Context: an optimization exercise on an open-source flow, tuned for small area. The choices shown serve that exercise and are no tape-out recipe.
In this exercise RTL edits were held to simulation tests only and were not proved equivalent to the original.
No activity file was given, so power comes from the tool's default toggle rates.

**design/flow/design.v**
```verilog
package core_pkg;
    typedef logic [16-1:0]  word_t;      
    typedef logic [3-1:0] reg_addr_t;  
    typedef enum logic [1:0] {
        CLASS_LOAD = 2'b00, CLASS_STORE = 2'b01, CLASS_LOADI = 2'b10, CLASS_REGOP = 2'b11
    } inst_class_e;
    typedef enum logic [3:0] {
        ALU_ADD = 4'd0, ALU_SUB = 4'd1, ALU_AND = 4'd2, ALU_OR = 4'd3,
        ALU_XOR = 4'd4, ALU_SLL = 4'd8, ALU_SRL = 4'd9,
        ALU_PASS_IMM = 4'd15  
    } alu_op_e;
    typedef enum logic [1:0] {WB_ALU = 2'd0, WB_MEM = 2'd1, WB_IMM = 2'd2} wb_src_e;
    typedef enum logic [1:0] {FWD_REG = 2'd0, FWD_EXMEM = 2'd1, FWD_WB = 2'd2} fwd_sel_e;
    typedef struct packed {
        word_t inst;
    } if_id_t;
    typedef struct packed {
        reg_addr_t                ra;
        reg_addr_t                rb;
        word_t                    a_val;        
        word_t                    b_val;        
        word_t                    imm;          
        logic [4-1:0] shamt;
        alu_op_e                  alu_op;
        logic                     alu_src_imm;  
        reg_addr_t                dest;
        logic                     reg_write;
        logic                     mem_write;
        logic                     mem_read;
        wb_src_e                  wb_src;
    } id_ex_t;
    typedef struct packed {
        word_t     result;      
        word_t     store_data;
        reg_addr_t dest;
        logic      reg_write;
        logic      mem_write;
        logic      mem_read;
        wb_src_e   wb_src;
    } ex_mem_t;
    typedef struct packed {
        word_t     result;
        word_t     mem_data;
        word_t     imm;
        reg_addr_t dest;
        logic      reg_write;
        wb_src_e   wb_src;
    } mem_wb_t;
endpackage
module fetch_stage (
    input  logic   clock,
    input  logic   reset_ALUop_2_3,
    input  logic   load_stall,
    input  core_pkg::word_t  inst,
    output core_pkg::word_t  pc_addr,
    output core_pkg::if_id_t if_id
);
    core_pkg::word_t pc;
    assign pc_addr = pc;  
    always_ff @(posedge clock or posedge reset_ALUop_2_3) begin
        if (reset_ALUop_2_3) begin
            pc <= core_pkg::word_t'(0);
        end else if (!load_stall) begin
            pc <= pc + 1'b1;
        end
    end
    always_ff @(posedge clock or posedge reset_ALUop_2_3) begin
        if (reset_ALUop_2_3) begin
            if_id <= '0;  
        end else if (!load_stall) begin
            if_id.inst <= inst;
        end
    end
endmodule
module decode_stage (
    input  logic      clock,
    input  logic      reset_ALUop_2_3,
    input  core_pkg::if_id_t    if_id,
    output core_pkg::reg_addr_t rd_addr_a,
    output core_pkg::reg_addr_t rd_addr_b,
    input  core_pkg::word_t     rd_data_a,
    input  core_pkg::word_t     rd_data_b,
    output logic      load_stall,
    output core_pkg::id_ex_t    id_ex
);
    core_pkg::inst_class_e cls;
    core_pkg::reg_addr_t   ra;
    core_pkg::reg_addr_t   rb;
    logic [3:0]  funct;
    logic        reads_a;
    logic        reads_b;
    core_pkg::id_ex_t      dec;
    assign cls   = core_pkg::inst_class_e'(if_id.inst[15:14]);
    assign ra    = if_id.inst[13:11];
    assign rb    = if_id.inst[10:8];
    assign funct = if_id.inst[7:4];
    assign rd_addr_a = ra;
    assign rd_addr_b = rb;
    always_comb begin
        dec       = '0;
        dec.ra    = ra;
        dec.rb    = rb;
        dec.a_val = rd_data_a;
        dec.b_val = rd_data_b;
        dec.imm   = {{(16-8){if_id.inst[8-1]}},
                     if_id.inst[8-1:0]};
        dec.shamt = if_id.inst[4-1:0];
        dec.dest  = rb;
        case (cls)
            core_pkg::CLASS_LOAD: begin
                dec.alu_op      = core_pkg::ALU_ADD;  
                dec.alu_src_imm = 1'b1;
                dec.dest        = ra;
                dec.reg_write   = 1'b1;
                dec.mem_read    = 1'b1;
                dec.wb_src      = core_pkg::WB_MEM;
            end
            core_pkg::CLASS_STORE: begin
                dec.alu_op      = core_pkg::ALU_ADD;
                dec.alu_src_imm = 1'b1;
                dec.mem_write   = 1'b1;
            end
            core_pkg::CLASS_LOADI: begin
                dec.alu_op    = core_pkg::ALU_PASS_IMM;
                dec.reg_write = 1'b1;
                dec.wb_src    = core_pkg::WB_IMM;
            end
            core_pkg::CLASS_REGOP: begin
                dec.wb_src = core_pkg::WB_ALU;
                case (funct)
                    4'd0, 4'd1, 4'd2, 4'd3, 4'd4, 4'd8, 4'd9: begin
                        dec.alu_op    = core_pkg::alu_op_e'(funct);
                        dec.reg_write = 1'b1;
                    end
                    default: dec.alu_op = core_pkg::ALU_ADD;  
                endcase
            end
        endcase
    end
    assign reads_a = (cls == core_pkg::CLASS_STORE) || (cls == core_pkg::CLASS_REGOP);
    assign reads_b = (cls != core_pkg::CLASS_LOADI);
    assign load_stall = id_ex.mem_read && (id_ex.dest != '0) &&
                        ((reads_a && (ra == id_ex.dest)) || (reads_b && (rb == id_ex.dest)));
    always_ff @(posedge clock or posedge reset_ALUop_2_3) begin
        if (reset_ALUop_2_3) begin
            id_ex <= '0;
        end else if (load_stall) begin
            id_ex <= '0;  
        end else begin
            id_ex <= dec;
        end
    end
endmodule
module register_file (
    input  logic      clock,
    input  logic      reset_ALUop_2_3,
    input  core_pkg::reg_addr_t rd_addr_a,
    input  core_pkg::reg_addr_t rd_addr_b,
    output core_pkg::word_t     rd_data_a,
    output core_pkg::word_t     rd_data_b,
    input  logic      wr_en,
    input  core_pkg::reg_addr_t wr_addr,
    input  core_pkg::word_t     wr_data
);
    core_pkg::word_t regs [1:7];  
    function automatic core_pkg::word_t read_port(input core_pkg::reg_addr_t addr);
        core_pkg::word_t value;
        if (addr == '0) begin
            value = '0;
        end else if (wr_en && (wr_addr == addr)) begin
            value = wr_data;
        end else begin
            value = regs[addr];
        end
        read_port = value;
    endfunction
    always_comb begin
        rd_data_a = read_port(rd_addr_a);
        rd_data_b = read_port(rd_addr_b);
    end
    always_ff @(posedge clock or posedge reset_ALUop_2_3) begin
        if (reset_ALUop_2_3) begin
            for (int i = 1; i < 8; i++) begin
                regs[i] <= '0;
            end
        end else if (wr_en && (wr_addr != '0)) begin
            regs[wr_addr] <= wr_data;  
        end
    end
endmodule
module execute_stage (
    input  logic      clock,
    input  logic      reset_ALUop_2_3,
    input  core_pkg::id_ex_t    id_ex,
    input  logic      wb_en,
    input  core_pkg::reg_addr_t wb_addr,
    input  core_pkg::word_t     wb_data,
    output core_pkg::ex_mem_t   ex_mem,
    output core_pkg::word_t     mem_addr,
    output core_pkg::word_t     mem_write_data,
    output logic      mem_write
);
    core_pkg::fwd_sel_e sel_a;
    core_pkg::fwd_sel_e sel_b;
    core_pkg::word_t    op_a;      
    core_pkg::word_t    op_b;      
    core_pkg::word_t    alu_src;
    core_pkg::word_t    result;
    function automatic core_pkg::fwd_sel_e fwd_select(input core_pkg::reg_addr_t src_reg);
        core_pkg::fwd_sel_e sel;
        if (ex_mem.reg_write && !ex_mem.mem_read && (ex_mem.dest != '0) &&
            (ex_mem.dest == src_reg)) begin
            sel = core_pkg::FWD_EXMEM;
        end else if (wb_en && (wb_addr != '0) && (wb_addr == src_reg)) begin
            sel = core_pkg::FWD_WB;
        end else begin
            sel = core_pkg::FWD_REG;
        end
        fwd_select = sel;
    endfunction
    function automatic core_pkg::word_t fwd_value(input core_pkg::fwd_sel_e sel, input core_pkg::word_t reg_val);
        core_pkg::word_t value;
        case (sel)
            core_pkg::FWD_EXMEM: value = ex_mem.result;
            core_pkg::FWD_WB:    value = wb_data;
            default:   value = reg_val;
        endcase
        fwd_value = value;
    endfunction
    always_comb begin
        sel_a = fwd_select(id_ex.ra);
        sel_b = fwd_select(id_ex.rb);
        op_a  = fwd_value(sel_a, id_ex.a_val);
        op_b  = fwd_value(sel_b, id_ex.b_val);
    end
    assign alu_src = id_ex.alu_src_imm ? id_ex.imm : op_a;
    always_comb begin
        case (id_ex.alu_op)
            core_pkg::ALU_ADD:      result = op_b + alu_src;
            core_pkg::ALU_SUB:      result = op_b - alu_src;
            core_pkg::ALU_AND:      result = op_b & alu_src;
            core_pkg::ALU_OR:       result = op_b | alu_src;
            core_pkg::ALU_XOR:      result = op_b ^ alu_src;
            core_pkg::ALU_SLL:      result = op_b << id_ex.shamt;
            core_pkg::ALU_SRL:      result = op_b >> id_ex.shamt;
            core_pkg::ALU_PASS_IMM: result = id_ex.imm;
            default:      result = '0;
        endcase
    end
    always_ff @(posedge clock or posedge reset_ALUop_2_3) begin
        if (reset_ALUop_2_3) begin
            ex_mem <= '0;
        end else begin
            ex_mem.result     <= result;
            ex_mem.store_data <= op_a;  
            ex_mem.dest       <= id_ex.dest;
            ex_mem.reg_write  <= id_ex.reg_write;
            ex_mem.mem_write  <= id_ex.mem_write;
            ex_mem.mem_read   <= id_ex.mem_read;
            ex_mem.wb_src     <= id_ex.wb_src;
        end
    end
    assign mem_addr       = ex_mem.result;
    assign mem_write_data = ex_mem.store_data;
    assign mem_write      = ex_mem.mem_write;
endmodule
module writeback_stage (
    input  logic      clock,
    input  logic      reset_ALUop_2_3,
    input  core_pkg::ex_mem_t   ex_mem,
    input  core_pkg::word_t     mem_read_data,
    output logic      wb_en,
    output core_pkg::reg_addr_t wb_addr,
    output core_pkg::word_t     wb_data
);
    core_pkg::mem_wb_t mem_wb;
    always_ff @(posedge clock or posedge reset_ALUop_2_3) begin
        if (reset_ALUop_2_3) begin
            mem_wb <= '0;
        end else begin
            mem_wb.result    <= ex_mem.result;
            mem_wb.mem_data  <= mem_read_data;
            mem_wb.dest      <= ex_mem.dest;
            mem_wb.reg_write <= ex_mem.reg_write;
            mem_wb.wb_src    <= ex_mem.wb_src;
        end
    end
    always_comb begin
        case (mem_wb.wb_src)
            core_pkg::WB_MEM:  wb_data = mem_wb.mem_data;
            default: wb_data = mem_wb.result;  
        endcase
    end
    assign wb_en   = mem_wb.reg_write;
    assign wb_addr = mem_wb.dest;
endmodule
module core_top (
    input  logic  clock,
    input  logic  reset_ALUop_2_3,
    output core_pkg::word_t pc_addr,
    input  core_pkg::word_t inst,
    output core_pkg::word_t mem_addr,
    output core_pkg::word_t mem_write_data,
    output logic  mem_write,
    input  core_pkg::word_t mem_read_data
);
    core_pkg::if_id_t    if_id;
    core_pkg::id_ex_t    id_ex;
    core_pkg::ex_mem_t   ex_mem;
    logic      load_stall;
    core_pkg::reg_addr_t rd_addr_a;
    core_pkg::reg_addr_t rd_addr_b;
    core_pkg::word_t     rd_data_a;
    core_pkg::word_t     rd_data_b;
    logic      wb_en;      
    core_pkg::reg_addr_t wb_addr;
    core_pkg::word_t     wb_data;
    fetch_stage u_fetch (
        .clock           (clock),
        .reset_ALUop_2_3 (reset_ALUop_2_3),
        .load_stall      (load_stall),
        .inst            (inst),
        .pc_addr         (pc_addr),
        .if_id           (if_id)
    );
    decode_stage u_decode (
        .clock           (clock),
        .reset_ALUop_2_3 (reset_ALUop_2_3),
        .if_id           (if_id),
        .rd_addr_a       (rd_addr_a),
        .rd_addr_b       (rd_addr_b),
        .rd_data_a       (rd_data_a),
        .rd_data_b       (rd_data_b),
        .load_stall      (load_stall),
        .id_ex           (id_ex)
    );
    register_file u_regs (
        .clock           (clock),
        .reset_ALUop_2_3 (reset_ALUop_2_3),
        .rd_addr_a       (rd_addr_a),
        .rd_addr_b       (rd_addr_b),
        .rd_data_a       (rd_data_a),
        .rd_data_b       (rd_data_b),
        .wr_en           (wb_en),
        .wr_addr         (wb_addr),
        .wr_data         (wb_data)
    );
    execute_stage u_execute (
        .clock           (clock),
        .reset_ALUop_2_3 (reset_ALUop_2_3),
        .id_ex           (id_ex),
        .wb_en           (wb_en),
        .wb_addr         (wb_addr),
        .wb_data         (wb_data),
        .ex_mem          (ex_mem),
        .mem_addr        (mem_addr),
        .mem_write_data  (mem_write_data),
        .mem_write       (mem_write)
    );
    writeback_stage u_writeback (
        .clock           (clock),
        .reset_ALUop_2_3 (reset_ALUop_2_3),
        .ex_mem          (ex_mem),
        .mem_read_data   (mem_read_data),
        .wb_en           (wb_en),
        .wb_addr         (wb_addr),
        .wb_data         (wb_data)
    );
endmodule
```
**design/flow/run.sh**
```bash
#!/bin/bash
# synth_recipe.tcl (not shown) runs the flow's synth.tcl, then flattens the netlist and writes it again
# the make line also repeats each setting of config.mk as NAME=value (left out here)
make -C /OpenROAD-flow-scripts/flow DESIGN_CONFIG=/design/flow/config.mk WORK_HOME=/design/flow/orfs CLKGATE_MAP_FILE= SYNTH_SCRIPT=/design/flow/synth_recipe.tcl finish
```
**design/flow/config.mk**
```make
export PLATFORM = sky130hd
export DESIGN_NAME = core_top
export DESIGN_NICKNAME = core_top
export VERILOG_FILES = /design/flow/design.v
export SDC_FILE = /design/flow/constraint.sdc
export NUM_CORES = 4
export LEC_CHECK = 0
export CAP_MARGIN = 20
export CORE_MARGIN = 2
export CORE_UTILIZATION = 40
export SLEW_MARGIN = 20
```
**design/flow/constraint.sdc**
```tcl
create_clock -name core_clock -period 10.0 [get_ports {clock}]
set_input_delay 2.0000 -clock core_clock [delete_from_list [all_inputs] [get_ports {clock}]]
set_output_delay 2.0000 -clock core_clock [all_outputs]
set_load 0.01 [all_outputs]
```
==> flow_summary_export.csv, run 1 <==
group,metric,value,unit
die,start_util,0.403,
yosys,synth_fp_nets,1786,
critical_path,crit_fanout,21,
yosys,synthAdderAreaFrac,0.0388,
layout,layout.nets,1788,
yosys,synth-async-reset-ratio,1.00,
sta,worst_slew_pin_slew,0.961,ns
sta,finalCritPeriodShare,0.532,
placement,place_hpwl,34000,um
detailed_routing,wl,49400,um
sta,layout_min_cycle_time,5.32,ns
layout,final_cells,2259,
power,p_leak,7.88,nW
clock_network,cts_hold_buf,0,
global_routing,grt_antenna_before_repair,0,
yosys,seq_area_frac_synth,0.427,
clock_network,cts_made_buffers,34,
global_routing,gr-total-overflow,0,
critical_path,critPathMaxStageDelay,0.70,ns
critical_path,slowest_stage,"and2_1",
clock_network,cts_setup_buffers,0,
detailed_routing,drc,0,
placement,port_buffers,82,
sta,hold_viol,0,
yosys,yosysWarnings,6,
power,power.internal,0.00331,W
critical_path,critPathKind,"flop to flop",
sta,fmax,0.188,GHz
die,coreArea,0.0406,sq mm
yosys,synth_edf_count,0,
placement,placed_cells,2200,
critical_path,worstPathRequired,10.39,ns
sta,fin_skew,0.0128,ns
layout,layout-drive-gt1-share,0.116,
sta,setup_tns,0,ns
yosys,yosysUniqueCellTypes,80,
critical_path,cp_cell_sequence,"xor2_1, nor3_4, and2_1, o21ai_2, mux2i_1, ha_1, nand2_1, o21a_1, inv_1, fa_1, nand2b_1, a21oi_1, o21ai_0, a211oi_1, nor2_1, a211o_1, o21ai_0, xnor2_1, o21ai_1",
power,p_sw,0.00222,W
sta,slew-limit-headroom,0.359,
clock_network,h-tree-depth,2,
sta,rsz0062_at_grt,"no",
yosys,synth-simple-area-share,0.129,
sta,maxSlewViolCount,0,
power,p_per_area,299,mW/mm^2
global_routing,grt_usage,0.236,
power,p_seq_frac,0.340,
clock_network,cts_buffer_depth,3,
critical_path,rrSetupSlack,4.68,ns
die,die_area,0.0425,sq mm
detailed_routing,vias,13200,
worst_hold_path,holdCritPathClass,"flop to flop",
yosys,syn-cell-area,0.0163,sq mm
critical_path,crit_buf_inv,1,
die,ioPinCount,83,
die,die_w,206,um
yosys,synth_xor_area_frac,0.0373,
global_routing,grt_max_degree,97,
critical_path,critical_path.top_delay_family,"compound AO/OA/AOI/OAI gates",
critical_path,critical_path.most_common_cell,"o21ai_0",
detailed_routing,vias_per_cell,5.83,
yosys,syn_avg_cell_area,9.60,sq um
yosys,synth_top_family_by_area,"compound AO/OA/AOI/OAI gates",
power,power,0.00554,W
layout,n_antenna_cell,0,
clock_network,cts_tree,"done",
placement,gp_congestion,0.943,
yosys,ys_ff_latch,279,
power,p_comb_frac,0.428,
yosys,synth_ff_type,"dfrtp_1",
critical_path,reg2reg_from,"u_execute.ex_mem[6]",
clock_network,clk_pin_slew,0.06,ns
clock_network,clockRootBuffer,"clkbuf_16",
critical_path,crit_start,"u_execute.ex_mem[6]",
critical_path,cp-end-kind,"flop",
clock_network,clock_latency,0.53,ns
sta,setup_viol_count_final,0,
power,switching_share,0.402,
power,power.share.clock,0.233,
yosys,netlist_instances,1702,
global_routing,grt_pass1_wl,76900,um
clock_network,cts_resized,0,
layout,synthToLayoutAreaGrowth,13.5,%
yosys,synthMuxAreaShare,0.129,
die,die_h,206,um
yosys,synth_compound_area_frac,0.181,
job,cap_violations,0,
detailed_routing,ant_nets,0,
detailed_routing,drt-initial-drc-count,1344,
status,status,"finished clean",
global_routing,grt_pass1_vias,12900,
power,max-vdd-ir-drop,0.147,mV
detailed_routing,wl_per_cell,21.9,um
worst_hold_path,hp-start,"u_decode.id_ex[1]",
critical_path,start_kind,"flop",
detailed_routing,first_pass_iters,6,
critical_path,cp.arrival,5.71,ns
die,row_count,74,
clock_network,clock_sink_count,279,
[worst register-to-register path, stage by stage, from the launching register on]
cell	delay (ns)
dfrtp_1	0.44
xor2_1	0.21
nor3_4	0.60
and2_1	0.70
o21ai_2	0.15
mux2i_1	0.32
ha_1	0.30
nand2_1	0.07
o21a_1	0.16
inv_1	0.06
fa_1	0.41
nand2b_1	0.16
a21oi_1	0.18
o21ai_0	0.18
a211oi_1	0.41
nor2_1	0.10
a211o_1	0.30
o21ai_0	0.22
xnor2_1	0.14
o21ai_1	0.07
[layer usage]
| metal | vias up | GRT usage | share of wire | wire length, um |
|---|---|---|---|---|
| met2 | 600 | 0.352 | 0.43 | 21400 |
| met3 | 99 | 0.0460 | 0.083 | 4130 |
| met4 | 0 | 0.0804 | 0.031 | 1540 |
| met5 | - | 0 | 0 | 0 |
| li1 | 6066 | - | - | - |
| met1 | 6413 | 0.343 | 0.45 | 22400 |
[placed cells by master (no fill, tap or decap), types with 11 or more instances in the layout]
cell type / instances
xor2_1: 16
a221oi_1: 26
inv_1: 43
a211oi_1: 32
nor2b_1: 19
nor2_1: 153
o21ai_1: 17
clkbuf_16: 35
mux2i_2: 11
a22oi_1: 21
ha_1: 49
mux2_2: 51
buf_4: 29
xnor2_1: 48
dfrtp_1: 276
o211ai_1: 20
nand3_1: 37
nand2_1: 147
o21ai_0: 127
nor3_1: 23
nand2b_1: 18
clkdlybuf4s50_1: 82
mux2i_1: 98
a21oi_1: 147
[registers in the layout, summed over array words and instances (netlist names)]
signal and cells:
u_execute.ex_mem 39, u_decode.id_ex 58, u_writeback.mem_wb 38, u_fetch.pc 16, u_fetch.if_id 16, u_regs.regs 112
[through the flow]
stage | worst slack [ns] | hold WS [ns] | utilization | cell area, sq um
2_1_floorplan | 0.306 | 0.331 | - | 16300
3_5_place_dp | 4.80 | 0.340 | 0.429 | 17400
6_report | 4.68 | 0.351 | 0.457 | 18500
4_1_cts | 4.77 | 0.354 | 0.457 | 18500
3_3_place_gp | 4.89 | 0.340 | 0.429 | 17400
5_1_grt | 4.35 | 0.354 | 0.457 | 18500
[cell type report]
cell class,instances,area (sq um)
tap,532,666
inverter,53,206
fill,3812,22000
clock buffer,46,957
timing repair buffer,111,1040
sequential,279,6990
clock inverter,13,198
multi-input combinational,1225,8480
[path summary, 6_finish.rpt]
| check | end | cells after the start |
|---|---|---|
| max | u_execute.ex_mem[38] | 19 |
| min | u_execute.ex_mem[1] | 0 |
| max reg2reg | u_execute.ex_mem[38] | 19 |
| min reg2reg | u_execute.ex_mem[1] | 0 |
| max in group asynchronous | u_decode.id_ex[17] | 3 |
| min in group asynchronous | u_regs.regs[7][8] | 2 |
[kinds of logic after synthesis]
logic type,Yosys count
AO/OA/AOI/OAI,474
AND/OR/NAND/NOR,454
flip-flops,279
buffers and inverters,198
multiplexers,180
XOR/XNOR,67
adder cells (fa/ha/maj),50
[synthesized netlist by cell type (38+ instances only)]
master,number,area share
nor2_1,153,0.035
nand2_1,147,0.034
clkbuf_1,89,0.020
ha_1,49,0.038
mux2_2,51,0.035
xnor2_1,48,0.026
mux2i_1,98,0.060
inv_1,44,0.010
buf_4,38,0.017
dfrtp_1,279,0.43
a21oi_1,147,0.045
o21ai_0,127,0.039
[power groups by stage]
| stage | clock network [W] | registers, W | logic, W |
|---|---|---|---|
| after floorplan | 0 | 0.00176 | 0.00176 |
| after global placement | 0 | 0.00188 | 0.00230 |
| after detailed placement | 0 | 0.00189 | 0.00233 |
| after CTS | 0.00131 | 0.00187 | 0.00235 |
| after global routing | 0.00136 | 0.00193 | 0.00260 |
| final | 0.00129 | 0.00188 | 0.00237 |
==> run 2, diff against run 1 <==
==> design/flow/design.v (replaced) <==
module core_top (
    input  logic        clock,
    input  logic        reset_ALUop_2_3,
    output logic [15:0] pc_addr,
    input  logic [15:0] inst,
    output logic [15:0] mem_addr,
    output logic [15:0] mem_write_data,
    output logic        mem_write,
    input  logic [15:0] mem_read_data
);
    logic [15:0] pc;
    logic [3:0]  phase;
    always_ff @(posedge clock or posedge reset_ALUop_2_3) begin
        if (reset_ALUop_2_3) {pc, phase} <= '0;
        else                 {pc, phase} <= {pc, phase} + 20'd1;
    end
    logic ph0, ph15;
    assign ph0  = (phase == 4'd0);
    assign ph15 = (phase == 4'd15);
    logic       pk_clear;   
    logic       pk_load;    
    logic [2:0] pd;         
    logic [3:0] ps;         
    logic       st_pend;    
    logic [1:0] cls;
    logic [2:0] ra, rb;
    logic [3:0] funct, sh;
    assign cls   = inst[15:14];
    assign ra    = inst[13:11];
    assign rb    = inst[10:8];
    assign funct = inst[7:4];
    assign sh    = inst[3:0];
    logic [15:0] rf [1:7];
    logic [7:0]  tails;
    logic        late_bit;    
    assign tails[0] = 1'b0;
    genvar gi;
    generate
        for (gi = 1; gi < 8; gi++) begin : g_reg
            logic wr;
            assign wr = pk_clear || (pd == 3'(gi));
            assign tails[gi] = rf[gi][0];
            always_ff @(posedge clock) begin
                rf[gi] <= {(wr ? late_bit : rf[gi][0]), rf[gi][15:1]};
            end
        end
    endgenerate
    logic pd_nz;
    logic a_bit, b_bit;
    assign pd_nz = (pd != 3'd0);
    assign a_bit = (pk_clear || (pd_nz && ra == pd)) ? late_bit : tails[ra];
    assign b_bit = (pk_clear || (pd_nz && rb == pd)) ? late_bit : tails[rb];
    logic [15:0] A, D;
    logic        a_in, d_in;
    always_ff @(posedge clock) begin
        if (pk_load && ph0) A <= {a_in, mem_read_data[15:1]};
        else                A <= {a_in, A[15:1]};
        D <= {d_in, D[15:1]};
    end
    logic a_tap, srl_ok;
    assign a_tap  = A[ps];
    assign srl_ok = (phase <= ~ps);
    always_comb begin
        if (pk_clear)             late_bit = 1'b0;
        else if (pk_load && ph0)  late_bit = mem_read_data[0];
        else                      late_bit = a_tap && srl_ok;
    end
    logic imm_bit, is_mem, is_sub, y, cin, sum, carry;
    assign imm_bit = phase[3] ? inst[7] : inst[phase[2:0]];
    assign is_mem  = !cls[1];
    assign is_sub  = (cls == 2'b11) && (funct == 4'd1);
    assign y       = (is_mem ? imm_bit : a_bit) ^ is_sub;
    assign cin     = ph0 ? is_sub : carry;
    assign sum     = b_bit ^ y ^ cin;
    always_ff @(posedge clock) begin
        carry <= (b_bit & y) | (b_bit & cin) | (y & cin);
    end
    logic sll_bit;
    logic [15:0] d_taps;
    assign d_taps = {D[1], D[2], D[3], D[4], D[5], D[6], D[7], D[8],
                     D[9], D[10], D[11], D[12], D[13], D[14], D[15], b_bit};
    assign sll_bit = (phase >= sh) && d_taps[sh];
    logic alu_bit;
    always_comb begin
        case (funct)
            4'd2:    alu_bit = a_bit & b_bit;
            4'd3:    alu_bit = a_bit | b_bit;
            4'd4:    alu_bit = a_bit ^ b_bit;
            4'd8:    alu_bit = sll_bit;
            4'd9:    alu_bit = b_bit;      
            default: alu_bit = sum;
        endcase
    end
    always_comb begin
        case (cls)
            2'b10:   a_in = imm_bit;
            2'b11:   a_in = alu_bit;
            default: a_in = sum;
        endcase
    end
    assign d_in = cls[1] ? b_bit : a_bit;
    logic       funct_ok;
    logic [2:0] dest;
    always_comb begin
        case (funct)
            4'd0, 4'd1, 4'd2, 4'd3, 4'd4, 4'd8, 4'd9: funct_ok = 1'b1;
            default:                                  funct_ok = 1'b0;
        endcase
        case (cls)
            2'b00:   dest = ra;
            2'b01:   dest = 3'd0;
            2'b10:   dest = rb;
            default: dest = funct_ok ? rb : 3'd0;
        endcase
    end
    always_ff @(posedge clock or posedge reset_ALUop_2_3) begin
        if (reset_ALUop_2_3) begin
            pk_clear <= 1'b1;
            st_pend  <= 1'b0;
        end else if (ph15) begin
            pk_clear <= 1'b0;
            st_pend  <= (cls == 2'b01);
        end
    end
    always_ff @(posedge clock) begin
        if (ph15) begin
            pk_load <= (cls == 2'b00);
            pd      <= dest;
            ps      <= ((cls == 2'b11) && (funct == 4'd9)) ? sh : 4'd0;
        end
    end
    assign pc_addr        = pc;
    assign mem_addr       = A;
    assign mem_write_data = D;
    assign mem_write      = st_pend && ph0;
endmodule
==> run 2 against run 1 <==
Sequential share of layout area grew 14 points; combinational power decreased by 96%; die area decreased by 65%; area after synthesis decreased by 66%; non-clock buffer count down 29; flip-flop and latch count decreased by 104; sequential power is 61% lower; still clean on timing, DRC and antenna; maximum frequency rose by 13%; synthesized cell count decreased by 76%; critical path depth decreased by 8.
==> flow_summary_export.csv, run 2 <==
group,metric,value,unit
status,status,"finished clean",
layout,synthToLayoutAreaGrowth,29.1,%
yosys,synthTopCellsByArea,"dfxtp_1 52%, dfrtp_1 9.4%, edfxtp_1 4.3%",
yosys,synth_xor_area_frac,0.0362,
detailed_routing,wl_per_cell,14.7,um
yosys,synthAdderAreaFrac,0.0306,
critical_path,critPathMaxStageDelay,0.61,ns
clock_network,cts_buffer_depth,2,
sta,rsz0062_at_grt,"no",
layout,top_register,"rf",
worst_hold_path,holdPathStages,0,
sta,fmax,0.213,GHz
sta,fin_skew,0.00844,ns
yosys,synth_ff_type,"dfxtp_1",
critical_path,critPathKind,"primary input to flop",
critical_path,start_kind,"primary input",
detailed_routing,drc,0,
sta,worst_slew_pin_slew,0.946,ns
layout,n_antenna_cell,0,
sta,worst_slack,5.29,ns
critical_path,cp.arrival,5.07,ns
yosys,syn-cell-area,0.00556,sq mm
layout,fill_cells,1161,
power,p_seq_frac,0.491,
die,die_area,0.0149,sq mm
yosys,yosysTopAreaCell,"dfxtp_1",
global_routing,grt_pass1_wl,17000,um
detailed_routing,ant_nets,0,
layout,final_cell_mix,"145 x dfxtp_1, 82 x clkdlybuf4s50_1, 21 x mux2i_1, 21 x dfrtp_1",
clock_network,cts_made_buffers,17,
layout,layout-drive-gt1-share,0.115,
power,power.internal,0.00118,W
layout,final_common_cell,"dfxtp_1",
power,switching_share,0.213,
power,p_comb_frac,0.057,
sta,slew-limit-headroom,0.369,
yosys,synthMuxAreaShare,0.116,
global_routing,use_met3,0.0557,
yosys,synth_compound_area_frac,0.0497,
yosys,yosysUniqueCellTypes,46,
sta,layout_min_cycle_time,4.71,ns
yosys,seq_area_frac_synth,0.664,
worst_hold_path,hp-start,"rf[7][1]",
layout,layout.nets,548,
global_routing,grt_busiest_layer,"met2",
detailed_routing,vias,3339,
yosys,synth.top_cell.area_share,0.522,
yosys,yosysWarnings,2,
critical_path,reg2reg_from,"phase[0]",
placement,pre_cts_slack,4.89,ns
critical_path,worstPathRequired,10.36,ns
yosys,synth_edf_count,8,
clock_network,clockRootBuffer,"clkbuf_16",
die,row_count,43,
die,coreArea,0.0137,sq mm
global_routing,grt_pass1_vias,3384,
power,max-vdd-ir-drop,0.145,mV
clock_network,clock_latency,0.42,ns
detailed_routing,drt-initial-drc-count,154,
critical_path,crit_fanout,6,
job,cap_violations,0,
placement,port_buffers,82,
power,p_leak,2.96,nW
global_routing,grt_usage,0.151,
critical_path,regToRegEndpoint,"A[15]",
yosys,netlist_instances,413,
yosys,ys_top_cells_by_count,"145 x dfxtp_1, 21 x dfrtp_1, 21 x mux2i_1",
global_routing,grt_antenna_before_repair,0,
placement,gp_congestion,0.795,
power,p_per_area,208,mW/mm^2
sta,maxSlewViolCount,0,
worst_hold_path,hold_end,"rf[7][0]",
critical_path,rrSetupSlack,5.87,ns
detailed_routing,first_pass_iters,4,
global_routing,gr-total-overflow,0,
power,power.share.clock,0.452,
detailed_routing,wl,10200,um
clock_network,cts_hold_buf,0,
critical_path,crit_cells,11,
yosys,yosysMostFrequentCell,"dfxtp_1",
layout,largest_register_ffs,112,
yosys,synth-async-reset-ratio,0.126,
clock_network,clock_sink_count,175,
power,p_sw,0.000318,W
critical_path,cp-end-kind,"flop",
critical_path,slowest_stage,"clkdlybuf4s50_1",
yosys,ys_ff_latch,175,
global_routing,grt_max_degree,23,
clock_network,clk_pin_slew,0.07,ns
die,ioPinCount,83,
critical_path,ff2ff_path_depth,16,
clock_network,cts_setup_buffers,0,
clock_network,cts_resized,0,
yosys,synth-simple-area-share,0.0861,
yosys,synth_fp_nets,460,
global_routing,grt_use_met2,0.230,
critical_path,critical_path.top_delay_family,"multiplexers",
sta,hold_viol,0,
critical_path,cp_cell_sequence,"clkdlybuf4s50_1, mux4_2, a21o_1, mux2i_1, o211ai_1, o21ai_0, o21a_1, fa_1, a21oi_1, or4_1, nand3_1",
sta,setup_viol_count_final,0,
sta,finalCritPeriodShare,0.471,
die,start_util,0.406,
power,power,0.00149,W
critical_path,crit_buf_inv,1,
worst_hold_path,holdCritPathClass,"flop to flop",
yosys,syn_avg_cell_area,13.5,sq um
die,die_h,122,um
detailed_routing,vias_per_cell,4.81,
clock_network,cts_tree,"done",
placement,place_hpwl,6950,um
yosys,synth_top_family_by_area,"multiplexers",
clock_network,h-tree-depth,4,
die,die_w,122,um
sta,setup_tns,0,ns
global_routing,grtUsageMet1,0.194,
-- run 2: cell count changes in the layout (fill, tap and decap cells not counted), moves of 37 or more --
cell / delta
a21oi_1: -138
nor2_1: -135
mux2i_1: -77
xnor2_1: -37
nand2_1: -133
dfxtp_1: +145
o21ai_0: -117
ha_1: -37
dfrtp_1: -255
-- run 2: final cells by class --
class	instances	area, sq um	share of cell area
Sequential cell	175	3690	0.514
Multi-Input combinational cell	213	1770	0.247
Timing Repair Buffer	82	821	0.114
Clock buffer	20	478	0.0665
Tap cell	180	225	0.0313
Clock inverter	12	148	0.0206
Inverter	12	45.0	0.00627
-- run 2: how the worst max path moves through the flow --
stage	start	to	slack (ns)
final	inst[11]	A[15]	5.29
after detailed placement	inst[11]	A[15]	4.89
after CTS	inst[11]	A[15]	5.33
after global routing	inst[4]	A[15]	5.06
after global placement	inst[0]	A[15]	4.97
after floorplan	inst[11]	A[15]	5.46
-- run 2: cells by family after synthesis --
logic type,count (synthesis)
flip-flops,175
AND/OR/NAND/NOR,88
multiplexers,48
AO/OA/AOI/OAI,41
buffers and inverters,25
XOR/XNOR,23
adder cells (fa/ha/maj),13
-- run 2: metrics by stage --
stage / hold WS (ns) / cell area (sq um) / std cells / utilization
after global routing: 0.330 / 7180 / 694 / 0.524
after floorplan: 0.310 / 5560 / 413 / -
after detailed placement: 0.312 / 6560 / 662 / 0.478
after global placement: 0.311 / 6560 / 662 / 0.478
final: 0.324 / 7180 / 694 / 0.524
after CTS: 0.327 / 7180 / 694 / 0.524
-- run 2: layer usage --
metal | wire length, um | share of wire
met1 | 4930 | 0.48
met2 | 4620 | 0.45
met3 | 528 | 0.052
met4 | 125 | 0.012
met5 | 0 | 0
-- run 2: power groups by stage --
| stage | registers, W | logic [W] | clock network [W] |
|---|---|---|---|
| after floorplan | 0.000751 | 0.0000327 | 0 |
| after global placement | 0.000748 | 0.0000851 | 0 |
| after detailed placement | 0.000748 | 0.0000859 | 0 |
| after CTS | 0.000733 | 0.0000865 | 0.000691 |
| after global routing | 0.000735 | 0.0000926 | 0.000721 |
| final | 0.000733 | 0.0000855 | 0.000675 |
-- run 2: worst reg2reg max path, stage by stage (launching register included) --
cell      delay [ns]
dfrtp_1         0.41
inv_1           0.15
ha_1            0.16
nor3b_1         0.47
and2_1          0.84
nand2_1         0.22
o31ai_4         0.21
mux2i_1         0.16
or2_4           0.27
inv_1           0.06
ha_1            0.14
nand2b_1        0.10
a21oi_1         0.06
a31oi_1         0.15
a211oi_1        0.07
or4_1           0.51
nand3_1         0.11
==> run 3, diff against run 2 <==
--- a/design/flow/design.v
+++ b/design/flow/design.v
@@ -33,5 +33,5 @@
     logic [15:0] rf [1:7];
-    logic [7:0]  tails;
     logic        late_bit;    
-    assign tails[0] = 1'b0;
+    logic [7:0] heads;
+    assign heads[0] = 1'b0;
     genvar gi;
@@ -41,5 +41,5 @@
             assign wr = pk_clear || (pd == 3'(gi));
-            assign tails[gi] = rf[gi][0];
+            assign heads[gi] = wr ? late_bit : rf[gi][0];
             always_ff @(posedge clock) begin
-                rf[gi] <= {(wr ? late_bit : rf[gi][0]), rf[gi][15:1]};
+                rf[gi] <= {heads[gi], rf[gi][15:1]};
             end
@@ -47,7 +47,5 @@
     endgenerate
-    logic pd_nz;
     logic a_bit, b_bit;
-    assign pd_nz = (pd != 3'd0);
-    assign a_bit = (pk_clear || (pd_nz && ra == pd)) ? late_bit : tails[ra];
-    assign b_bit = (pk_clear || (pd_nz && rb == pd)) ? late_bit : tails[rb];
+    assign a_bit = heads[ra];
+    assign b_bit = heads[rb];
     logic [15:0] A, D;
@@ -84,10 +82,6 @@
     always_comb begin
-        case (funct)
-            4'd2:    alu_bit = a_bit & b_bit;
-            4'd3:    alu_bit = a_bit | b_bit;
-            4'd4:    alu_bit = a_bit ^ b_bit;
-            4'd8:    alu_bit = sll_bit;
-            4'd9:    alu_bit = b_bit;      
-            default: alu_bit = sum;
-        endcase
+        if (funct[3])      alu_bit = funct[0] ? b_bit : sll_bit;  
+        else if (funct[2]) alu_bit = a_bit ^ b_bit;
+        else if (funct[1]) alu_bit = funct[0] ? (a_bit | b_bit) : (a_bit & b_bit);
+        else               alu_bit = sum;
     end
==> design/flow/flow/run.sh (new file) <==
#!/bin/bash
# Standard layout with three changes: port buffers made from the smallest
# buffer, every cell downsized to its smallest drive strength after
# floorplan (the repair steps that follow restore what timing needs), and
# clock tree options for a small tree without dummy loads.
set -o pipefail
HERE=$(pwd)
export BUFFER_PORTS_ARGS="-buffer_cell sky130_fd_sc_hd__buf_1"
export POST_FLOORPLAN_TCL="$HERE/flow/downsize.tcl"
export CTS_ARGS="-sink_clustering_enable -repair_clock_nets -dont_use_dummy_load -buf_list {sky130_fd_sc_hd__clkbuf_8} -sink_clustering_size 16"
bash standard.sh > standard.log 2>&1
==> design/flow/flow/downsize.tcl (new file) <==
set lib_area {}
foreach lc [get_lib_cells sky130_fd_sc_hd__*] {
  set n [get_name $lc]
  dict set lib_area $n [get_property $lc area]
}
set dont_use [split $::env(DONT_USE_CELLS)]
set n_changed 0
foreach inst [get_cells *] {
  set m [get_property [get_lib_cells -of_objects $inst] name]
  if {![regexp {^(sky130_fd_sc_hd__[a-z0-9]+)_([0-9]+)$} $m -> base drv]} { continue }
  set best $m
  set best_a [dict get $lib_area $m]
  dict for {n a} $lib_area {
    if {[regexp "^${base}_(\[0-9\]+)\$" $n] && [lsearch -exact $dont_use $n] < 0 && $a < $best_a} {
      set best $n
      set best_a $a
    }
  }
  if {$best ne $m} {
    replace_cell $inst $best
    incr n_changed
  }
}
puts "downsize: replaced $n_changed cells"
==> design/flow/standard.sh (new file) <==
#!/bin/bash
# synth_recipe.tcl (not shown) runs the flow's synth.tcl, then flattens the netlist and writes it again
# the make line also repeats each setting of config.mk as NAME=value (left out here)
make -C /OpenROAD-flow-scripts/flow DESIGN_CONFIG=/design/flow/config.mk WORK_HOME=/design/flow/orfs CLKGATE_MAP_FILE= SYNTH_SCRIPT=/design/flow/synth_recipe.tcl "${@:-finish}"
--- a/design/flow/config.mk
+++ b/design/flow/config.mk
@@ -7,2 +7,3 @@
 export LEC_CHECK = 0
+export ABC_AREA = 1
 export CAP_MARGIN = 20
removed: design/flow/run.sh
==> run 3 against run 2 <==
Non-clock buffer count rose by 1; cell area fell by 14%; maximum frequency grew 13%; clock skew increased by 0.027 ns; still clean; wire length is 4.8% lower; clock power is 48% lower; clock-buffer cell count decreased by 3.
==> flow_summary_export.csv, run 3 <==
group,metric,value,unit
yosys,synth_fp_nets,551,
yosys,synth.top_cell.area_share,0.518,
global_routing,grt_usage,0.138,
placement,pre_cts_slack,5.43,ns
critical_path,rrSetupSlack,6.31,ns
detailed_routing,wl_per_cell,12.5,um
clock_network,cts_setup_buffers,0,
status,status,"finished clean",
sta,worst_slew_pin_slew,0.849,ns
yosys,ys_top_cells_by_count,"145 x dfxtp_1, 77 x nand2_1, 55 x inv_1",
critical_path,regToRegEndpoint,"A[15]",
sta,setup_viol_count_final,0,
detailed_routing,wl,9720,um
sta,finalCritPeriodShare,0.417,
die,die_area,0.0150,sq mm
clock_network,h-tree-depth,4,
sta,maxSlewViolCount,0,
power,p_leak,2.74,nW
sta,hold_viol,0,
critical_path,cp.arrival,4.54,ns
layout,final_cells,778,
sta,rsz0062_at_grt,"no",
clock_network,clk_pin_slew,0.10,ns
yosys,syn-cell-area,0.00561,sq mm
yosys,yosysMostFrequentCell,"dfxtp_1",
clock_network,cts_resized,0,
clock_network,cts_buffer_depth,2,
critical_path,critPathKind,"primary input to flop",
worst_hold_path,hold_end,"rf[6][3]",
yosys,yosysTopAreaCell,"dfxtp_1",
power,p_per_area,188,mW/mm^2
layout,final_common_cell,"dfxtp_1",
clock_network,cts_made_buffers,17,
die,ioPinCount,83,
layout,largest_register_ffs,112,
detailed_routing,vias,3535,
yosys,yosysUniqueCellTypes,45,
worst_hold_path,holdCritPathClass,"flop to flop",
placement,placed_cells,760,
sta,layout_min_cycle_time,4.17,ns
clock_network,clock_sink_count,175,
yosys,ys_ff_latch,175,
detailed_routing,vias_per_cell,4.54,
critical_path,start_kind,"primary input",
yosys,synth_ff_type,"dfxtp_1",
global_routing,grt_antenna_before_repair,0,
yosys,syn_avg_cell_area,11.1,sq um
yosys,synthTopCellsByArea,"dfxtp_1 52%, dfrtp_1 9.4%, nand2_1 5.2%",
sta,setup_tns,0,ns
die,coreArea,0.0138,sq mm
layout,final_cell_mix,"145 x dfxtp_1, 82 x nand2_1, 82 x buf_1, 57 x inv_1, 44 x nand3_1",
critical_path,cp-end-kind,"flop",
job,cap_violations,0,
layout,n_antenna_cell,0,
power,max-vdd-ir-drop,0.119,mV
layout,layout-drive-gt1-share,0.0585,
layout,top_register,"rf",
clock_network,clockRootBuffer,"clkbuf_8",
yosys,yosysWarnings,2,
layout,synthToLayoutAreaGrowth,9.95,%
global_routing,grt_max_degree,23,
worst_hold_path,holdPathStages,0,
global_routing,gr-total-overflow,0,
critical_path,crit_fanout,10,
yosys,synth_edf_count,8,
placement,gp_congestion,0.845,
global_routing,grt_pass1_wl,15800,um
power,power,0.00116,W
layout,layout.nets,647,
placement,port_buffers,82,
yosys,synth-async-reset-ratio,0.126,
sta,fmax,0.240,GHz
detailed_routing,ant_nets,0,
sta,worst_slack,5.83,ns
yosys,seq_area_frac_synth,0.659,
worst_hold_path,hp-start,"rf[6][4]",
yosys,netlist_instances,504,
die,start_util,0.407,
die,die_w,122,um
die,die_h,122,um
detailed_routing,drt-initial-drc-count,224,
die,row_count,43,
clock_network,cts_tree,"done",
critical_path,ff2ff_path_depth,20,
clock_network,clock_latency,0.45,ns
clock_network,cts_hold_buf,0,
detailed_routing,first_pass_iters,4,
sta,slew-limit-headroom,0.433,
detailed_routing,drc,0,
critical_path,reg2reg_from,"phase[1]",
placement,place_hpwl,7090,um
critical_path,worstPathRequired,10.37,ns
sta,fin_skew,0.0356,ns
global_routing,grt_pass1_vias,3441,
-- run 3: cell count changes in the layout (fill, tap and decap cells not counted), moves of 6 or more --
cell	change
clkdlybuf4s50_1	-82
clkbuf_8	+15
mux4_2	-6
nand2_1	+68
o21ai_0	+14
buf_1	+82
inv_1	+45
xnor2_1	-8
a21oi_1	+12
and3_1	-6
nand3_1	+32
clkbuf_16	-18
mux2i_1	-21
-- run 3: cell families after synthesis --
kind of cell,after synthesis,share of synthesized area
simple gates,160,0.150
buf+inv,70,0.0511
xor+xnor,18,0.0281
flops,175,0.659
mux,11,0.0221
fa+ha+maj,13,0.0303
compound gates,57,0.0596
-- run 3: stage by stage --
step                      hold slack, ns  area [sq um]  utilization
final                              0.304          6170        0.448
after global routing               0.303          6170        0.448
after CTS                          0.308          6160        0.447
after detailed placement           0.312          5920        0.430
after global placement             0.311          5920        0.430
after floorplan                    0.310          5610            -
-- run 3: critical path, stage by stage --
cell and delay (ns):
buf_1 0.32, clkinv_1 0.37, a21oi_1 0.23, o21ai_0 0.10, o2111ai_1 0.08, nand3_1 0.08
o21ai_0 0.11, nand2_1 0.09, nand2_1 0.09, xnor2_1 0.08, fa_1 0.54, o21ai_0 0.09
a211oi_1 0.22, nand2_1 0.08, nand2_1 0.06
-- run 3: layout make-up --
| class | instances | area [sq um] |
|---|---|---|
| fillers | 1365 | 7610 |
| flip-flops and latches | 175 | 3690 |
| multi-input cells | 259 | 1450 |
| repair buffers | 83 | 319 |
| inverters | 64 | 240 |
| clock buffers | 17 | 234 |
| well taps | 180 | 225 |
-- run 3: power breakdown --
part           internal [W]   total, W  switching (W)
Sequential         0.000728   0.000742      0.0000146
Clock              0.000150   0.000349       0.000199
Combinational     0.0000281  0.0000713      0.0000431
-- run 3: per-layer routing --
layer / track usage / vias to the layer above / wire, um / share of wire
li1: - / 1799 / - / -
met5: 0 / - / 0 / 0
met3: 0.0562 / 14 / 645 / 0.066
met1: 0.176 / 1632 / 4650 / 0.48
met2: 0.209 / 90 / 4280 / 0.44
met4: 0.0560 / 0 / 149 / 0.015
-- run 3: worst max-delay path by stage --
stage              from  endpoint  slack (ns)  depth (start not counted)
2_1_floorplan   inst[0]     A[15]        5.85                         15
3_3_place_gp    inst[0]     A[15]        5.54                         15
3_5_place_dp    inst[0]     A[15]        5.43                         15
4_1_cts        phase[1]     A[15]        5.71                         20
5_1_grt         inst[0]     A[15]        5.46                         15
6_report        inst[0]     A[15]        5.83                         15
==> run 4, diff against run 3 <==
--- a/design/flow/flow/run.sh
+++ b/design/flow/flow/run.sh
@@ -9,3 +9,3 @@
 export POST_FLOORPLAN_TCL="$HERE/flow/downsize.tcl"
-export CTS_ARGS="-sink_clustering_enable -repair_clock_nets -dont_use_dummy_load -buf_list {sky130_fd_sc_hd__clkbuf_8} -sink_clustering_size 16"
+export CTS_ARGS="-sink_clustering_enable -repair_clock_nets -dont_use_dummy_load -buf_list {sky130_fd_sc_hd__clkbuf_4 sky130_fd_sc_hd__clkbuf_8} -sink_clustering_size ${CTS_SIZE:-10}"
 bash standard.sh > standard.log 2>&1
==> run 4 against run 3 <==
Setup slack stayed put; synthesized cell count stayed put; via count stayed put; wire length stayed put; combinational power hardly changed; sequential share of layout area stayed put; flip-flop and latch count stayed put; core utilization stayed put; clock-buffer cell count stayed put; largest cell class unchanged.
==> flow_summary_export.csv, run 4 <==
group,metric,value,unit
detailed_routing,wl_per_cell,12.5,um
power,p_leak,2.74,nW
critical_path,slowest_stage,"fa_1",
yosys,synthAdderAreaFrac,0.0303,
critical_path,worstPathRequired,10.37,ns
power,switching_share,0.221,
layout,fin_util,0.448,
sta,setup_tns,0,ns
placement,placed_cells,760,
placement,dpl-instance-area,0.00592,sq mm
sta,fin_skew,0.0356,ns
layout,final_common_cell,"dfxtp_1",
clock_network,cts_buffer_depth,2,
critical_path,start_kind,"primary input",
sta,maxSlewViolCount,0,
power,power.internal,0.000906,W
yosys,synth.top_cell.area_share,0.518,
yosys,netlist_instances,504,
power,p_sw,0.000257,W
layout,top_register,"rf",
power,p_per_area,188,mW/mm^2
sta,worst_slack,5.83,ns
yosys,yosysUniqueCellTypes,45,
yosys,synth_fp_nets,551,
placement,pre_cts_slack,5.43,ns
power,power.share.clock,0.300,
job,cap_violations,0,
critical_path,critical_path.top_delay_family,"compound AO/OA/AOI/OAI gates",
layout,synthToLayoutAreaGrowth,9.95,%
clock_network,clockRootBuffer,"clkbuf_8",
critical_path,crit_fanout,10,
global_routing,grt_pass1_vias,3441,
yosys,synth-async-reset-ratio,0.126,
global_routing,grt_pass1_wl,15800,um
yosys,ys_ff_latch,175,
sta,slew-limit-headroom,0.433,
worst_hold_path,holdCritPathClass,"flop to flop",
detailed_routing,wl,9720,um
clock_network,clock_latency,0.45,ns
yosys,synth_compound_area_frac,0.0596,
critical_path,critPathKind,"primary input to flop",
detailed_routing,vias,3535,
clock_network,cts_resized,0,
critical_path,crit_buf_inv,2,
die,coreArea,0.0138,sq mm
yosys,yosysMostFrequentCell,"dfxtp_1",
critical_path,critPathMaxStageDelay,0.54,ns
layout,multi_input_area,0.00145,sq mm
power,p_seq_frac,0.639,
yosys,synth-simple-area-share,0.150,
global_routing,grt_antenna_before_repair,0,
sta,layout_min_cycle_time,4.17,ns
clock_network,cts_tree,"done",
die,die_area,0.0150,sq mm
yosys,synth_xor_area_frac,0.0281,
detailed_routing,drt-initial-drc-count,224,
layout,layout-drive-gt1-share,0.0585,
sta,fmax,0.240,GHz
yosys,syn-cell-area,0.00561,sq mm
yosys,syn_avg_cell_area,11.1,sq um
die,row_count,43,
yosys,yosysTopAreaCell,"dfxtp_1",
sta,worst_slew_pin_slew,0.849,ns
yosys,synth_top_family_by_area,"simple AND/OR/NAND/NOR gates",
die,die_h,122,um
placement,gp_congestion,0.845,
detailed_routing,first_pass_iters,4,
layout,largest_register_ffs,112,
critical_path,critical_path.most_common_cell,"nand2_1",
clock_network,cts_made_buffers,17,
layout,layout.nets,647,
layout,n_antenna_cell,0,
layout,ff_latch_area,0.00369,sq mm
yosys,yosysWarnings,2,
yosys,ys_top_cells_by_count,"145 x dfxtp_1, 77 x nand2_1, 55 x inv_1",
layout,final_cell_mix,"145 x dfxtp_1, 82 x nand2_1, 82 x buf_1, 57 x inv_1, 44 x nand3_1",
clock_network,clock_sink_count,175,
global_routing,grt_usage,0.138,
sta,setup_viol_count_final,0,
clock_network,clk_pin_slew,0.10,ns
die,ioPinCount,83,
layout,stdcell_area,0.00617,sq mm
placement,port_buffers,82,
yosys,synth_edf_count,8,
global_routing,gr-total-overflow,0,
clock_network,cts_setup_buffers,0,
critical_path,cp_cell_sequence,"buf_1, clkinv_1, a21oi_1, o21ai_0, o2111ai_1, nand3_1, o21ai_0, nand2_1, nand2_1, xnor2_1, fa_1, o21ai_0, a211oi_1, nand2_1, nand2_1",
power,p_comb_frac,0.061,
sta,rsz0062_at_grt,"no",
status,status,"finished clean",
yosys,synthMuxAreaShare,0.0221,
critical_path,cp.arrival,4.54,ns
yosys,synthTopCellsByArea,"dfxtp_1 52%, dfrtp_1 9.4%, nand2_1 5.2%",
yosys,seq_area_frac_synth,0.659,
critical_path,cp-end-kind,"flop",
detailed_routing,drc,0,
detailed_routing,vias_per_cell,4.54,
layout,fill_cells,1365,
yosys,synth_ff_type,"dfxtp_1",
global_routing,grt_max_degree,23,
placement,place_hpwl,7090,um
die,start_util,0.407,
clock_network,cts_hold_buf,0,
sta,finalCritPeriodShare,0.417,
layout,final_cells,778,
power,max-vdd-ir-drop,0.119,mV
critical_path,rrSetupSlack,6.31,ns
detailed_routing,ant_nets,0,
clock_network,h-tree-depth,4,
sta,hold_viol,0,
die,die_w,122,um
[run 4: cell counts after synthesis]
Identical to the previous run, type by type.
[run 4: logic make-up (layout without fill, tap and decap cells)]
| family | Yosys count | in the layout |
|---|---|---|
| compound gates | 57 | 57 |
| simple gates | 160 | 160 |
| flops | 175 | 175 |
| fa+ha+maj | 13 | 13 |
| mux | 11 | 11 |
| buf+inv | 70 | 164 |
| xor+xnor | 18 | 18 |
[run 4: area by class of cell]
| type | instances | share of cell area |
|---|---|---|
| sequential | 175 | 0.599 |
| inverter | 64 | 0.0390 |
| clock buffer | 17 | 0.0379 |
| tap | 180 | 0.0365 |
| multi-input combinational | 259 | 0.236 |
| timing repair buffer | 83 | 0.0517 |
[run 4: per-layer routing]
metal / track usage / part of all wire / wire length [um] / up-vias
li1: - / - / - / 1799
met1: 0.176 / 0.48 / 4650 / 1632
met2: 0.209 / 0.44 / 4280 / 90
met3: 0.0562 / 0.066 / 645 / 14
met4: 0.0560 / 0.015 / 149 / 0
met5: 0 / 0 / 0 / -
[run 4: path summary, 6_finish.rpt]
path | start | endpoint | depth (start not counted)
setup / recovery | inst[0] | A[15] | 15
hold / removal | rf[6][4] | rf[6][3] | 0
setup reg to reg | phase[1] | A[15] | 20
hold reg to reg | rf[6][4] | rf[6][3] | 0
max in group asynchronous | reset_ALUop_2_3 | pc[9] | 2
min in group asynchronous | reset_ALUop_2_3 | pc[1] | 2
[run 4: through the flow]
step                      hold slack, ns  power, W
after floorplan                    0.310  0.000799
after global placement             0.311  0.000828
after detailed placement           0.312  0.000830
after CTS                          0.308   0.00118
after global routing               0.303   0.00122
final                              0.304   0.00116
[run 4: power by group through the flow]
stage | Combinational (W) | Clock (W) | Sequential (W)
after floorplan | 0.0000361 | 0 | 0.000763
after global placement | 0.0000704 | 0 | 0.000758
after detailed placement | 0.0000716 | 0 | 0.000758
after CTS | 0.0000721 | 0.000362 | 0.000743
after global routing | 0.0000818 | 0.000389 | 0.000745
final | 0.0000713 | 0.000349 | 0.000742
==> run 5, diff against run 4 <==
--- a/design/flow/design.v
+++ b/design/flow/design.v
@@ -23,3 +23,2 @@
     logic [3:0] ps;         
-    logic       st_pend;    
     logic [1:0] cls;
@@ -112,6 +111,4 @@
             pk_clear <= 1'b1;
-            st_pend  <= 1'b0;
         end else if (ph15) begin
             pk_clear <= 1'b0;
-            st_pend  <= (cls == 2'b01);
         end
@@ -120,3 +117,3 @@
         if (ph15) begin
-            pk_load <= (cls == 2'b00);
+            pk_load <= (cls == 2'b01) || ((cls == 2'b00) && (ra != 3'd0));
             pd      <= dest;
@@ -128,3 +125,3 @@
     assign mem_write_data = D;
-    assign mem_write      = st_pend && ph0;
+    assign mem_write      = ph0 && !pk_clear && pk_load && (pd == 3'd0);
 endmodule
==> run 5 against run 4 <==
Register-to-register slack about the same; final cell count fell by 1.4%; sequential power down 0.5%; sequential share of layout area rose by 0.081 points; combinational power hardly changed; wire length decreased by 2.8%; synthesized cell count down 1.6%; via count down 2.9%; largest power group unchanged; highest routed layer is now met5.
==> flow_summary_export.csv, run 5 <==
group,metric,value,unit
yosys,synth.top_cell.area_share,0.534,
yosys,yosysWarnings,2,
clock_network,clk_pin_slew,0.08,ns
worst_hold_path,holdPathStages,0,
layout,layout-drive-gt1-share,0.0558,
die,die_area,0.0145,sq mm
yosys,netlist_instances,496,
clock_network,cts_tree,"done",
global_routing,grt_usage,0.137,
sta,finalCritPeriodShare,0.455,
sta,setup_viol_count_final,0,
clock_network,clock_latency,0.44,ns
detailed_routing,wl_per_cell,12.3,um
sta,layout_min_cycle_time,4.55,ns
global_routing,gr-total-overflow,0,
sta,fmax,0.220,GHz
yosys,synth-async-reset-ratio,0.121,
die,start_util,0.411,
yosys,ys_top_cells_by_count,"145 x dfxtp_1, 79 x nand2_1, 52 x inv_1",
critical_path,ff2ff_path_depth,26,
global_routing,grt_antenna_before_repair,1,
clock_network,cts_setup_buffers,0,
critical_path,regToRegEndpoint,"A[15]",
clock_network,clock_sink_count,174,
detailed_routing,vias,3432,
worst_hold_path,holdCritPathClass,"flop to flop",
worst_hold_path,hp-start,"rf[1][14]",
layout,final_common_cell,"dfxtp_1",
die,coreArea,0.0132,sq mm
clock_network,cts_made_buffers,17,
clock_network,clockRootBuffer,"clkbuf_8",
power,p_leak,2.72,nW
yosys,ys_ff_latch,174,
layout,final_cell_mix,"145 x dfxtp_1, 83 x nand2_1, 82 x buf_1, 53 x inv_1, 44 x nand3_1",
yosys,syn-cell-area,0.00544,sq mm
yosys,synth_edf_count,8,
yosys,yosysMostFrequentCell,"dfxtp_1",
die,ioPinCount,83,
critical_path,rrSetupSlack,6.30,ns
die,die_h,121,um
yosys,synth_fp_nets,543,
sta,worst_slew_pin_slew,0.793,ns
detailed_routing,wl,9450,um
critical_path,critPathKind,"primary input to flop",
placement,pre_cts_slack,5.05,ns
critical_path,crit_fanout,10,
power,p_per_area,189,mW/mm^2
layout,ff_latch_area,0.00367,sq mm
power,max-vdd-ir-drop,0.0858,mV
sta,rsz0062_at_grt,"no",
detailed_routing,first_pass_iters,4,
sta,maxSlewViolCount,0,
critical_path,cp.arrival,4.87,ns
global_routing,grt_pass1_vias,3253,
placement,place_hpwl,6860,um
yosys,syn_avg_cell_area,11.0,sq um
critical_path,cp-end-kind,"flop",
yosys,synth_ff_type,"dfxtp_1",
yosys,yosysUniqueCellTypes,43,
status,status,"finished clean",
layout,n_antenna_cell,0,
sta,setup_tns,0,ns
detailed_routing,vias_per_cell,4.47,
sta,hold_viol,0,
global_routing,grt_pass1_wl,15300,um
critical_path,worstPathRequired,10.32,ns
yosys,synthTopCellsByArea,"dfxtp_1 53%, dfrtp_1 9.2%, nand2_1 5.5%",
clock_network,h-tree-depth,4,
worst_hold_path,hold_end,"rf[1][13]",
placement,port_buffers,82,
clock_network,cts_buffer_depth,2,
critical_path,reg2reg_from,"ps[0]",
clock_network,cts_hold_buf,0,
layout,multi_input_area,0.00146,sq mm
layout,top_register,"rf",
die,row_count,42,
sta,worst_hold_slack,0.316,ns
job,cap_violations,0,
detailed_routing,drt-initial-drc-count,184,
layout,fill_cells,1288,
layout,synthToLayoutAreaGrowth,12.5,%
clock_network,cts_resized,0,
global_routing,grt_max_degree,23,
critical_path,start_kind,"primary input",
layout,largest_register_ffs,112,
yosys,yosysTopAreaCell,"dfxtp_1",
sta,fin_skew,0.0202,ns
die,die_w,121,um
sta,slew-limit-headroom,0.471,
detailed_routing,ant_nets,0,
yosys,seq_area_frac_synth,0.675,
placement,gp_congestion,0.827,
layout,layout.nets,640,
sta,worst_slack,5.45,ns
detailed_routing,drc,0,
-- run 5: changes by cell type after synthesis, moves of 3 or more --
cell	delta
nand3_1	+4
nor3_2	-5
inv_1	-3
a21oi_1	+3
-- run 5: critical path: stages --
cell	delay (ns)
buf_1	0.31
clkinv_1	0.37
o21ai_0	0.25
a21oi_1	0.06
o311ai_0	0.31
o21ai_0	0.19
o21ai_0	0.25
xnor2_1	0.18
fa_1	0.46
o21ai_0	0.17
nand2_1	0.06
o21ai_0	0.07
a21oi_1	0.09
nand2_1	0.07
nand2_1	0.05
-- run 5: logic make-up (layout without fill, tap and decap cells) --
group | count (synthesis) | count (layout) | share of synthesized area
adder cells (fa/ha/maj) | 13 | 13 | 0.0313
AO/OA/AOI/OAI | 62 | 62 | 0.0653
multiplexers | 11 | 11 | 0.0228
XOR/XNOR | 18 | 18 | 0.0290
buffers and inverters | 62 | 157 | 0.0442
flip-flops | 174 | 174 | 0.675
AND/OR/NAND/NOR | 156 | 156 | 0.133
-- run 5: worst max path at each step --
| stage | from | end | slack [ns] | cells past startpoint |
|---|---|---|---|---|
| final | inst[0] | A[15] | 5.45 | 15 |
| after global routing | inst[0] | A[15] | 5.13 | 15 |
| after CTS | phase[0] | mem_write | 5.37 | 5 |
| after detailed placement | inst[0] | A[15] | 5.05 | 15 |
| after global placement | inst[0] | A[15] | 5.20 | 15 |
| after floorplan | inst[0] | A[15] | 5.70 | 15 |
-- run 5: per-layer routing --
| layer | wire length (um) | GRT usage |
|---|---|---|
| met1 | 4530 | 0.176 |
| met2 | 4180 | 0.203 |
| met3 | 589 | 0.0594 |
| met4 | 136 | 0.0567 |
| met5 | 13 | 0 |
-- run 5: per-stage QoR --
stage	cell area [sq um]	power, W	instances	util
floorplan	5440	0.000795	496	-
global placement	5870	0.000824	749	0.443
detailed placement	5870	0.000825	749	0.443
CTS	6110	0.00117	766	0.461
global route	6120	0.00121	767	0.462
finish	6120	0.00116	767	0.462
-- run 5: layout make-up --
type / instances / area share
sequential: 174 / 0.600
multi-input combinational: 260 / 0.239
timing repair buffer: 83 / 0.0522
clock buffer: 17 / 0.0382
tap: 176 / 0.0360
inverter: 57 / 0.0350
-- run 5: report_power, final --
| part | total, W | internal (W) | leakage [nW] | switching (W) |
|---|---|---|---|---|
| Combinational | 0.0000712 | 0.0000283 | 1.06 | 0.0000430 |
| Clock | 0.000347 | 0.000150 | 0.122 | 0.000197 |
| Sequential | 0.000738 | 0.000723 | 1.53 | 0.0000149 |
| Total | 0.00116 | 0.000902 | 2.72 | 0.000255 |
==> run 6, diff against run 5 <==
--- a/design/flow/flow/run.sh
+++ b/design/flow/flow/run.sh
@@ -9,3 +9,3 @@
 export POST_FLOORPLAN_TCL="$HERE/flow/downsize.tcl"
-export CTS_ARGS="-sink_clustering_enable -repair_clock_nets -dont_use_dummy_load -buf_list {sky130_fd_sc_hd__clkbuf_4 sky130_fd_sc_hd__clkbuf_8} -sink_clustering_size ${CTS_SIZE:-10}"
+export CTS_ARGS="-sink_clustering_enable -repair_clock_nets -dont_use_dummy_load -buf_list {sky130_fd_sc_hd__clkbuf_16} -sink_clustering_size 40 -sink_clustering_max_diameter 150"
 bash standard.sh > standard.log 2>&1
==> run 6 against run 5 <==
Still clean; non-clock buffer count did not move; core utilization rose by 1.4 points; final cell count did not move; largest cell class unchanged.
==> flow_summary_export.csv, run 6 <==
group,metric,value,unit
layout,layout.nets,640,
worst_hold_path,holdCritPathClass,"flop to flop",
yosys,syn_avg_cell_area,11.0,sq um
die,ioPinCount,83,
yosys,netlist_instances,496,
yosys,synthTopCellsByArea,"dfxtp_1 53%, dfrtp_1 9.2%, nand2_1 5.5%",
critical_path,critPathKind,"primary input to flop",
sta,slew-limit-headroom,0.474,
global_routing,grt_max_degree,23,
detailed_routing,vias,3449,
global_routing,grt_pass1_wl,15500,um
critical_path,critical_path.most_common_cell,"o21ai_0",
layout,layout-drive-gt1-share,0.0558,
detailed_routing,ant_nets,0,
power,max-vdd-ir-drop,0.116,mV
yosys,synth_edf_count,8,
detailed_routing,wl_per_cell,12.4,um
critical_path,cp-end-kind,"flop",
status,status,"finished clean",
sta,finalCritPeriodShare,0.454,
critical_path,worstPathRequired,10.30,ns
power,p_leak,2.80,nW
yosys,yosysUniqueCellTypes,43,
yosys,seq_area_frac_synth,0.675,
die,die_w,121,um
die,row_count,42,
critical_path,cp.arrival,4.84,ns
die,start_util,0.411,
layout,stdcell_area,0.00631,sq mm
sta,hold_viol,0,
clock_network,cts_made_buffers,17,
layout,final_cell_mix,"145 x dfxtp_1, 83 x nand2_1, 82 x buf_1, 53 x inv_1, 44 x nand3_1",
clock_network,clock_sink_count,174,
detailed_routing,wl,9550,um
clock_network,clock_latency,0.42,ns
sta,fmax,0.220,GHz
global_routing,grt_antenna_before_repair,1,
yosys,synth_ff_type,"dfxtp_1",
global_routing,grt_usage,0.139,
sta,setup_tns,0,ns
detailed_routing,drt-initial-drc-count,154,
yosys,yosysMostFrequentCell,"dfxtp_1",
placement,gp_congestion,0.827,
yosys,syn-cell-area,0.00544,sq mm
critical_path,slowest_stage,"fa_1",
die,die_h,121,um
power,power,0.00132,W
layout,synthToLayoutAreaGrowth,16.0,%
sta,worst_slew_pin_slew,0.788,ns
global_routing,gr-total-overflow,0,
die,coreArea,0.0132,sq mm
yosys,yosysTopAreaCell,"dfxtp_1",
critical_path,start_kind,"primary input",
detailed_routing,first_pass_iters,4,
yosys,ys_ff_latch,174,
placement,port_buffers,82,
detailed_routing,vias_per_cell,4.50,
job,cap_violations,0,
layout,largest_register_ffs,112,
yosys,ys_top_cells_by_count,"145 x dfxtp_1, 79 x nand2_1, 52 x inv_1",
die,die_area,0.0145,sq mm
clock_network,cts_setup_buffers,0,
yosys,yosysWarnings,2,
critical_path,critPathMaxStageDelay,0.46,ns
detailed_routing,drc,0,
layout,top_register,"rf",
clock_network,cts_hold_buf,0,
clock_network,cts_resized,0,
sta,maxSlewViolCount,0,
sta,fin_skew,0.0143,ns
clock_network,cts_buffer_depth,2,
yosys,synth.top_cell.area_share,0.534,
layout,final_common_cell,"dfxtp_1",
global_routing,grt_pass1_vias,3307,
sta,setup_viol_count_final,0,
critical_path,cp_cell_sequence,"buf_1, clkinv_1, o21ai_0, a21oi_1, o311ai_0, o21ai_0, o21ai_0, xnor2_1, fa_1, o21ai_0, nand2_1, o21ai_0, a21oi_1, nand2_1, nand2_1",
layout,n_antenna_cell,0,
clock_network,cts_tree,"done",
clock_network,clockRootBuffer,"clkbuf_16",
yosys,synth_fp_nets,543,
placement,dpl-instance-area,0.00587,sq mm
sta,layout_min_cycle_time,4.54,ns
sta,rsz0062_at_grt,"no",
clock_network,h-tree-depth,4,
yosys,synth-async-reset-ratio,0.121,
clock_network,clk_pin_slew,0.06,ns
critical_path,crit_fanout,10,
placement,place_hpwl,6860,um
power,p_per_area,210,mW/mm^2
==> run 6: per-stage QoR <==
stage	setup slack (ns)	hold slack, ns	util	cells
finish	5.46	0.318	0.476	767
floorplan	5.70	0.310	-	496
CTS	5.41	0.320	0.476	766
global placement	5.20	0.310	0.443	749
detailed placement	5.05	0.312	0.443	749
global route	5.08	0.327	0.476	767
==> run 6: final timing paths <==
path,startpoint,endpoint,slack (ns),cells past startpoint
worst max-delay path,inst[0],A[15],5.46,15
worst min-delay path,rf[1][14],rf[1][13],0.32,0
worst max register to register,phase[0],A[15],6.29,23
worst min register to register,rf[1][14],rf[1][13],0.32,0
max in group asynchronous,reset_ALUop_2_3,pc[2],7.80,2
min in group asynchronous,reset_ALUop_2_3,pc[12],1.70,2
==> run 6: logic make-up after synthesis <==
group,after synthesis,synth area share
flops,174,0.675
simple gates,156,0.133
compound gates,62,0.0653
buf+inv,62,0.0442
xor+xnor,18,0.0290
fa+ha+maj,13,0.0313
mux,11,0.0228
==> run 6: cell type report <==
| type | instances | area (sq um) |
|---|---|---|
| fill | 1257 | 6930 |
| sequential | 174 | 3670 |
| multi-input combinational | 260 | 1460 |
| clock buffer | 17 | 425 |
| timing repair buffer | 83 | 319 |
| tap | 176 | 220 |
| inverter | 57 | 214 |
==> run 6: power by group <==
| part | leakage, nW | switching [W] | internal (W) |
|---|---|---|---|
| Combinational | 1.06 | 0.0000429 | 0.0000283 |
| Sequential | 1.53 | 0.0000149 | 0.000725 |
| Clock | 0.209 | 0.000219 | 0.000294 |
==> run 6: critical path, delay by kind of cell <==
family                   cells  cell delay, ns
buffers and inverters        2            0.68
XOR/XNOR                     1            0.18
adder cells (fa/ha/maj)      1            0.46
AO/OA/AOI/OAI                8            1.35
AND/OR/NAND/NOR              3            0.17
==> run 6: routing by layer <==
| metal | global-route usage | routed length (um) | share of wire | up-vias |
|---|---|---|---|---|
| li1 | - | - | - | 1794 |
| met1 | 0.177 | 4550 | 0.48 | 1560 |
| met2 | 0.207 | 4250 | 0.45 | 74 |
| met3 | 0.0524 | 572 | 0.060 | 19 |
| met4 | 0.0698 | 159 | 0.017 | 2 |
| met5 | 0 | 11 | 0.0012 | - |

Check on run 6: ideal ports give 5.457 ns setup slack; a clkbuf_16 on the clock port and buf_2 on the inputs give 5.473 ns; moving port delays by the midpoint clock arrival (0.449 ns) as well gives 5.024 ns.
